What follows belongs to an exercise in optimizing a design on an open flow for small area, a short achievable clock period and few clock cycles per item; a production flow would make more cautious choices. Function was checked by simulation only, so behaviour that the tests miss may differ from the original. Power figures rest on the tool's default switching activity, not on a simulated workload.

==> 09-14 <==
==> flow/design.v <==
package pblru_pkg;
    localparam int BUFFER_SLOTS = 16;
    localparam int SLOT_W       = $clog2(BUFFER_SLOTS);
    localparam int SLOT_FIELD_W = 4;
    localparam int PAGE_W       = 16;
    localparam int CMD_W        = 2;
    localparam int CFG_W        = 5;
    localparam int APB_ADDR_W   = 3;
    localparam int APB_DATA_W   = 32;
    localparam logic [APB_ADDR_W-1:0] ADDR_SLOTS_IN_USE = 3'd0;
    localparam logic [CFG_W-1:0]      SLOTS_IN_USE_RST  = 5'd16;
    localparam logic [CMD_W-1:0] OP_ACCESS = 2'd0;
    localparam logic [CMD_W-1:0] OP_CREATE = 2'd1;
    localparam logic [CMD_W-1:0] OP_DROP   = 2'd2;
    localparam logic [CMD_W-1:0] OP_FLUSH  = 2'd3;
endpackage
import pblru_pkg::*;
module pblru_ctrl
(
    input  logic              clk,
    input  logic              rst_n,
    input  logic              in_valid,
    output logic              in_ready,
    input  logic [CMD_W-1:0]  in_cmd,
    input  logic [PAGE_W-1:0] in_page_id,
    input  logic              done,        
    output logic              cmd_valid,
    output logic [CMD_W-1:0]  cmd_op,
    output logic [PAGE_W-1:0] cmd_page,
    output logic              load,        
    output logic [PAGE_W-1:0] load_page    
);
    logic              skid_valid_reg;
    logic [CMD_W-1:0]  skid_op_reg;
    logic [PAGE_W-1:0] skid_page_reg;
    logic              main_valid_reg;
    logic [CMD_W-1:0]  main_op_reg;
    logic [PAGE_W-1:0] main_page_reg;
    logic              accept;
    logic              main_free;
    assign in_ready  = !skid_valid_reg;
    assign accept    = in_valid && !skid_valid_reg;
    assign main_free = !main_valid_reg || done;
    always_ff @(posedge clk or negedge rst_n) begin
        if (!rst_n) begin
            skid_valid_reg <= 1'b0;
            main_valid_reg <= 1'b0;
        end
        else begin
            if (main_free) begin
                main_valid_reg <= skid_valid_reg || accept;
                skid_valid_reg <= 1'b0;
            end
            else if (accept) begin
                skid_valid_reg <= 1'b1;
            end
        end
    end
    always_ff @(posedge clk) begin
        if (main_free) begin
            main_op_reg   <= skid_valid_reg ? skid_op_reg   : in_cmd;
            main_page_reg <= load_page;
        end
        if (!skid_valid_reg) begin
            skid_op_reg   <= in_cmd;
            skid_page_reg <= in_page_id;
        end
    end
    assign load      = main_free;
    assign load_page = skid_valid_reg ? skid_page_reg : in_page_id;
    assign cmd_valid = main_valid_reg;
    assign cmd_op    = main_op_reg;
    assign cmd_page  = main_page_reg;
endmodule
import pblru_pkg::*;
module pblru_dp
(
    input  logic                    clk,
    input  logic                    rst_n,
    input  logic [BUFFER_SLOTS-1:0] active_mask,
    input  logic                    cmd_valid,
    input  logic [CMD_W-1:0]        cmd_op,
    input  logic [PAGE_W-1:0]       cmd_page,
    input  logic                    load,
    input  logic [PAGE_W-1:0]       load_page,
    output logic                    done,
    output logic                    out_valid,
    input  logic                    out_ready,
    output logic                    out_hit,
    output logic [SLOT_FIELD_W-1:0] out_slot,
    output logic [PAGE_W-1:0]       out_page_number,
    output logic                    out_writeback_valid,
    output logic [PAGE_W-1:0]       out_writeback_page,
    output logic                    out_last
);
    localparam int N = BUFFER_SLOTS;
    function automatic [N-1:0] lowest_1h(input [N-1:0] b);
        lowest_1h = b & ~(b - N'(1));
    endfunction
    function automatic [SLOT_W-1:0] enc(input [N-1:0] oh);
        integer i;
        begin
            enc = '0;
            for (i = 0; i < N; i = i + 1) begin
                if (oh[i]) enc = enc | i[SLOT_W-1:0];
            end
        end
    endfunction
    logic [N-1:0]             slot_valid_reg;
    logic [N-1:0][PAGE_W-1:0] slot_page_reg;
    logic [N-1:0][N-1:0]      newer_reg;       
    logic [PAGE_W-1:0]        next_new_page_reg;
    logic [N-1:0]             page_eq_reg;
    logic [N-1:0]             page_eq_next;
    logic [N-1:0]             page_we;
    logic                    out_valid_reg;
    logic                    out_hit_reg;
    logic [SLOT_FIELD_W-1:0] out_slot_reg;
    logic [PAGE_W-1:0]       out_page_reg;
    logic                    out_wbv_reg;
    logic [PAGE_W-1:0]       out_wbp_reg;
    logic                    out_last_reg;
    logic          exec;
    logic          is_access, is_create, is_drop, is_flush;
    logic [N-1:0]  occ, match, hit_1h, empty, empty_1h, lru_1h, victim_1h;
    logic [N-1:0]  use_1h, use_now, wb_sel, slot_sel, flush_rest;
    logic          hit, has_empty, place, do_use;
    logic [PAGE_W-1:0] new_page, sel_page;
    logic [N-1:0][N-1:0] older;                
    assign is_access = (cmd_op == OP_ACCESS);
    assign is_create = (cmd_op == OP_CREATE);
    assign is_drop   = (cmd_op == OP_DROP);
    assign is_flush  = (cmd_op == OP_FLUSH);
    assign exec = cmd_valid && (!out_valid_reg || out_ready);
    always_comb begin
        for (int i = 0; i < N; i++) begin
            for (int j = 0; j < N; j++) begin
                if (i < j)      older[i][j] = !newer_reg[i][j];
                else if (i > j) older[i][j] = newer_reg[j][i];
                else            older[i][j] = 1'b1;
            end
        end
    end
    always_comb begin
        occ   = slot_valid_reg & active_mask;
        empty = ~slot_valid_reg & active_mask;
        for (int i = 0; i < N; i++) begin
            match[i]  = occ[i] && page_eq_reg[i];
            lru_1h[i] = occ[i];
            for (int j = 0; j < N; j++) begin
                if (j != i) lru_1h[i] = lru_1h[i] && (!occ[j] || older[i][j]);
            end
        end
    end
    assign hit       = |match;
    assign hit_1h    = lowest_1h(match);
    assign has_empty = |empty;
    assign empty_1h  = lowest_1h(empty);
    assign victim_1h = has_empty ? empty_1h : lru_1h;
    assign place     = is_create || (is_access && !hit);
    assign do_use    = is_create || is_access;
    assign use_1h    = (is_access && hit) ? hit_1h : victim_1h;
    assign use_now   = (exec && do_use) ? use_1h : '0;
    assign new_page  = is_create ? next_new_page_reg : cmd_page;
    assign flush_rest = occ & ~lowest_1h(occ);
    assign done       = exec && (!is_flush || (flush_rest == '0));
    assign wb_sel   = is_flush ? lowest_1h(occ)
                               : ((place && !has_empty) ? lru_1h : '0);
    assign slot_sel = is_flush ? lowest_1h(occ)
                               : ((is_drop || (is_access && hit)) ? hit_1h : victim_1h);
    always_comb begin
        sel_page = '0;
        for (int i = 0; i < N; i++) begin
            sel_page = sel_page | (slot_page_reg[i] & {PAGE_W{wb_sel[i]}});
        end
    end
    assign page_we = (exec && place) ? victim_1h : '0;
    always_comb begin
        for (int i = 0; i < N; i++) begin
            page_eq_next[i] = (cmd_valid && place && victim_1h[i]) ? (new_page == load_page)
                                         : (slot_page_reg[i] == load_page);
        end
    end
    always_ff @(posedge clk or negedge rst_n) begin
        if (!rst_n) begin
            slot_valid_reg    <= '0;
            next_new_page_reg <= '0;
            out_valid_reg     <= 1'b0;
        end
        else begin
            if (exec) begin
                if (is_flush)   slot_valid_reg <= flush_rest | (slot_valid_reg & ~active_mask);
                else if (is_drop) slot_valid_reg <= slot_valid_reg & ~match;
                else if (place) slot_valid_reg <= slot_valid_reg | victim_1h;
                if (is_create) next_new_page_reg <= next_new_page_reg + PAGE_W'(1);
            end
            out_valid_reg <= exec || (out_valid_reg && !out_ready);
        end
    end
    always_ff @(posedge clk) begin
        for (int i = 0; i < N; i++) begin
            if (page_we[i]) slot_page_reg[i] <= new_page;
            for (int j = i + 1; j < N; j++) begin
                newer_reg[i][j] <= use_now[i] || (newer_reg[i][j] && !use_now[j]);
            end
        end
        if (load) page_eq_reg <= page_eq_next;
        if (exec) begin
            out_hit_reg  <= !is_flush && !place && hit;
            out_slot_reg <= enc(slot_sel);
            out_page_reg <= is_flush ? sel_page : new_page;
            out_wbv_reg  <= is_flush ? (occ != '0) : (place && !has_empty);
            out_wbp_reg  <= sel_page;
            out_last_reg <= !is_flush || (flush_rest == '0);
        end
    end
    assign out_valid           = out_valid_reg;
    assign out_hit             = out_hit_reg;
    assign out_slot            = out_slot_reg;
    assign out_page_number     = out_page_reg;
    assign out_writeback_valid = out_wbv_reg;
    assign out_writeback_page  = out_wbp_reg;
    assign out_last            = out_last_reg;
endmodule
import pblru_pkg::*;
module page_buffer_lru_replacement
(
    input  logic                  clk,
    input  logic                  rst_n,
    input  logic                  psel,
    input  logic                  penable,
    input  logic                  pwrite,
    input  logic [APB_ADDR_W-1:0] paddr,
    input  logic [APB_DATA_W-1:0] pwdata,
    output logic [APB_DATA_W-1:0] prdata,
    output logic                  pready,
    input  logic                  in_valid,
    output logic                  in_ready,
    input  logic [CMD_W-1:0]      in_cmd,
    input  logic [PAGE_W-1:0]     in_page_id,
    output logic                  out_valid,
    input  logic                  out_ready,
    output logic                  out_hit,
    output logic [SLOT_FIELD_W-1:0] out_slot,
    output logic [PAGE_W-1:0]     out_page_number,
    output logic                  out_writeback_valid,
    output logic [PAGE_W-1:0]     out_writeback_page,
    output logic                  out_last
);
    logic [CFG_W-1:0]        slots_in_use_reg;
    logic [BUFFER_SLOTS-1:0] active_mask;
    logic                    cfg_write;
    logic                    done;
    logic                    cmd_valid;
    logic [CMD_W-1:0]        cmd_op;
    logic [PAGE_W-1:0]       cmd_page;
    logic                    load;
    logic [PAGE_W-1:0]       load_page;
    assign pready    = 1'b1;
    assign cfg_write = psel && penable && pwrite && (paddr == ADDR_SLOTS_IN_USE);
    assign prdata    = (paddr == ADDR_SLOTS_IN_USE) ? APB_DATA_W'(slots_in_use_reg) : '0;
    always_ff @(posedge clk or negedge rst_n) begin
        if (!rst_n) begin
            slots_in_use_reg <= SLOTS_IN_USE_RST;
        end
        else if (cfg_write) begin
            slots_in_use_reg <= pwdata[CFG_W-1:0];
        end
    end
    always_comb begin
        for (int i = 0; i < BUFFER_SLOTS; i++) begin
            active_mask[i] = (i == 0) || (i < int'(slots_in_use_reg));
        end
    end
    pblru_ctrl u_ctrl (
        .clk        (clk),
        .rst_n      (rst_n),
        .in_valid   (in_valid),
        .in_ready   (in_ready),
        .in_cmd     (in_cmd),
        .in_page_id (in_page_id),
        .done       (done),
        .cmd_valid  (cmd_valid),
        .cmd_op     (cmd_op),
        .cmd_page   (cmd_page),
        .load       (load),
        .load_page  (load_page)
    );
    pblru_dp u_dp (
        .clk                 (clk),
        .rst_n               (rst_n),
        .active_mask         (active_mask),
        .cmd_valid           (cmd_valid),
        .cmd_op              (cmd_op),
        .cmd_page            (cmd_page),
        .load                (load),
        .load_page           (load_page),
        .done                (done),
        .out_valid           (out_valid),
        .out_ready           (out_ready),
        .out_hit             (out_hit),
        .out_slot            (out_slot),
        .out_page_number     (out_page_number),
        .out_writeback_valid (out_writeback_valid),
        .out_writeback_page  (out_writeback_page),
        .out_last            (out_last)
    );
endmodule
==> flow/run.sh <==
#!/bin/bash
# synth_recipe.tcl (not shown) runs the flow's synth.tcl, then flattens the netlist and writes it again
# the make line also repeats each setting of config.mk as NAME=value (left out here)
make -C /OpenROAD-flow-scripts/flow DESIGN_CONFIG=/design/flow/config.mk WORK_HOME=/design/flow/orfs CLKGATE_MAP_FILE= SYNTH_SCRIPT=/design/flow/synth_recipe.tcl finish
==> flow/config.mk <==
export PLATFORM = sky130hd
export DESIGN_NAME = page_buffer_lru_replacement
export DESIGN_NICKNAME = page_buffer_lru_replacement
export VERILOG_FILES = /design/flow/design.v
export SDC_FILE = /design/flow/constraint.sdc
export NUM_CORES = 4
export LEC_CHECK = 0
export CAP_MARGIN = 20
export CORE_MARGIN = 2
export CORE_UTILIZATION = 40
export PLACE_DENSITY = 0.6
export SLEW_MARGIN = 20
==> flow/constraint.sdc <==
create_clock -name core_clock -period 11.0 [get_ports {clk}]
set_input_delay 2.2000 -clock core_clock [delete_from_list [all_inputs] [get_ports {clk}]]
set_output_delay 2.2000 -clock core_clock [all_outputs]
set_load 0.01 [all_outputs]
==> 09-07: changes against 09-14 <==
--- a/flow/design.v
+++ b/flow/design.v
@@ -28,5 +28,3 @@
     output logic [CMD_W-1:0]  cmd_op,
-    output logic [PAGE_W-1:0] cmd_page,
-    output logic              load,        
-    output logic [PAGE_W-1:0] load_page    
+    output logic [PAGE_W-1:0] cmd_page
 );
@@ -61,3 +59,3 @@
             main_op_reg   <= skid_valid_reg ? skid_op_reg   : in_cmd;
-            main_page_reg <= load_page;
+            main_page_reg <= skid_valid_reg ? skid_page_reg : in_page_id;
         end
@@ -68,4 +66,2 @@
     end
-    assign load      = main_free;
-    assign load_page = skid_valid_reg ? skid_page_reg : in_page_id;
     assign cmd_valid = main_valid_reg;
@@ -83,4 +79,2 @@
     input  logic [PAGE_W-1:0]       cmd_page,
-    input  logic                    load,
-    input  logic [PAGE_W-1:0]       load_page,
     output logic                    done,
@@ -112,5 +106,2 @@
     logic [PAGE_W-1:0]        next_new_page_reg;
-    logic [N-1:0]             page_eq_reg;
-    logic [N-1:0]             page_eq_next;
-    logic [N-1:0]             page_we;
     logic                    out_valid_reg;
@@ -125,3 +116,3 @@
     logic [N-1:0]  occ, match, hit_1h, empty, empty_1h, lru_1h, victim_1h;
-    logic [N-1:0]  use_1h, use_now, wb_sel, slot_sel, flush_rest;
+    logic [N-1:0]  use_1h, wb_sel, slot_sel, flush_rest;
     logic          hit, has_empty, place, do_use;
@@ -147,3 +138,3 @@
         for (int i = 0; i < N; i++) begin
-            match[i]  = occ[i] && page_eq_reg[i];
+            match[i]  = occ[i] && (slot_page_reg[i] == cmd_page);
             lru_1h[i] = occ[i];
@@ -162,3 +153,2 @@
     assign use_1h    = (is_access && hit) ? hit_1h : victim_1h;
-    assign use_now   = (exec && do_use) ? use_1h : '0;
     assign new_page  = is_create ? next_new_page_reg : cmd_page;
@@ -176,9 +166,2 @@
     end
-    assign page_we = (exec && place) ? victim_1h : '0;
-    always_comb begin
-        for (int i = 0; i < N; i++) begin
-            page_eq_next[i] = (cmd_valid && place && victim_1h[i]) ? (new_page == load_page)
-                                         : (slot_page_reg[i] == load_page);
-        end
-    end
     always_ff @(posedge clk or negedge rst_n) begin
@@ -201,8 +184,10 @@
         for (int i = 0; i < N; i++) begin
-            if (page_we[i]) slot_page_reg[i] <= new_page;
+            if (exec && place && victim_1h[i]) slot_page_reg[i] <= new_page;
             for (int j = i + 1; j < N; j++) begin
-                newer_reg[i][j] <= use_now[i] || (newer_reg[i][j] && !use_now[j]);
-            end
-        end
-        if (load) page_eq_reg <= page_eq_next;
+                if (exec && do_use) begin
+                    if (use_1h[i])      newer_reg[i][j] <= 1'b1;
+                    else if (use_1h[j]) newer_reg[i][j] <= 1'b0;
+                end
+            end
+        end
         if (exec) begin
@@ -256,4 +241,2 @@
     logic [PAGE_W-1:0]       cmd_page;
-    logic                    load;
-    logic [PAGE_W-1:0]       load_page;
     assign pready    = 1'b1;
@@ -284,5 +267,3 @@
         .cmd_op     (cmd_op),
-        .cmd_page   (cmd_page),
-        .load       (load),
-        .load_page  (load_page)
+        .cmd_page   (cmd_page)
     );
@@ -295,4 +276,2 @@
         .cmd_page            (cmd_page),
-        .load                (load),
-        .load_page           (load_page),
         .done                (done),
==> qor summary <==
|  | 09-07 | 09-14 |
|---|---|---|
| Area fraction in and, or, nand and nor cells after synthesis | 0.139 | 0.139 |
| Flop+latch power | 2.79 mW | 2.99 mW |
| Outcome | complete, no violations | complete, no violations |
| DP Wirelength | 103 mm | 80.2 mm |
| Register area | 0.0144 mm² | 0.0136 mm² |
| Combinational logic power | 3.45 mW | 2.94 mW |
| Yosys top cell area share | 0.466 | 0.381 |
| Number of detailed-route iterations in the first pass | 8 | 9 |
| Synthesized area divided by synthesized cell count | 10.6 µm² | 10.9 µm² |
| Tap Count | 931 | 855 |
| Clock share of power | 0.240 | 0.251 |
| Fraction of power consumed by combinational cells | 0.421 | 0.371 |
| Starting density of the core | 0.406 | 0.403 |
| Wire length of the first global-routing pass | 191 mm | 156 mm |
| Global Route Usage Sum | 0.383 | 0.325 |
| Worst Hold Path EP | u_ctrl.skid_page_reg[14] | u_dp.newer_reg[122] |
| Fraction of area in multi-input gates | 0.392 | 0.384 |
| Min Clock Period, post-route | 5.95 ns | 5.95 ns |
| Group with the largest share of power | combinational logic | registers |
| Slack of the worst reg-to-reg path | 5.10 ns | 5.38 ns |
| Via count of the routed design | 25400 | 21800 |
| Seq Cell Count | 491 | 507 |
Testbench counts of 09-14, summed over its fixed seeds: cycles 23,938, items 20,000.
Testbench counts of 09-07, summed over its fixed seeds: cycles 23,938, items 20,000.

-- static timing again, ports no longer ideal --
The flow's constraints put no driver on any port. The routed layouts listed below were extracted and timed again, unchanged, in two steps. Step 1: set_driving_cell puts a clkbuf_16 on clk and a buf_2 on each other input, an assumption about the parent block. Step 2 also shifts input and output timing later by t, the mid clock arrival at the registers, as if the neighbouring blocks saw the same clock. Slacks: ideal ports / drivers / drivers and shift; pairs: ideal ports / drivers.
run	t (ns)	setup WS [ns]	worst setup path after step 2	latest minus earliest clock arrival (ns)	worst data-port slew with drivers (ns)
09-14	0.707	5.053 / 5.030 / 4.710	input to register	0.062 / 0.063	0.05
09-07	0.706	5.051 / 5.022 / 5.022	input to output	0.041 / 0.041	0.08
After both steps setup and hold are still met in every run listed. For 09-14, which loses most, drivers alone change the setup slack by -0.023 ns; drivers and shift together by -0.343 ns.
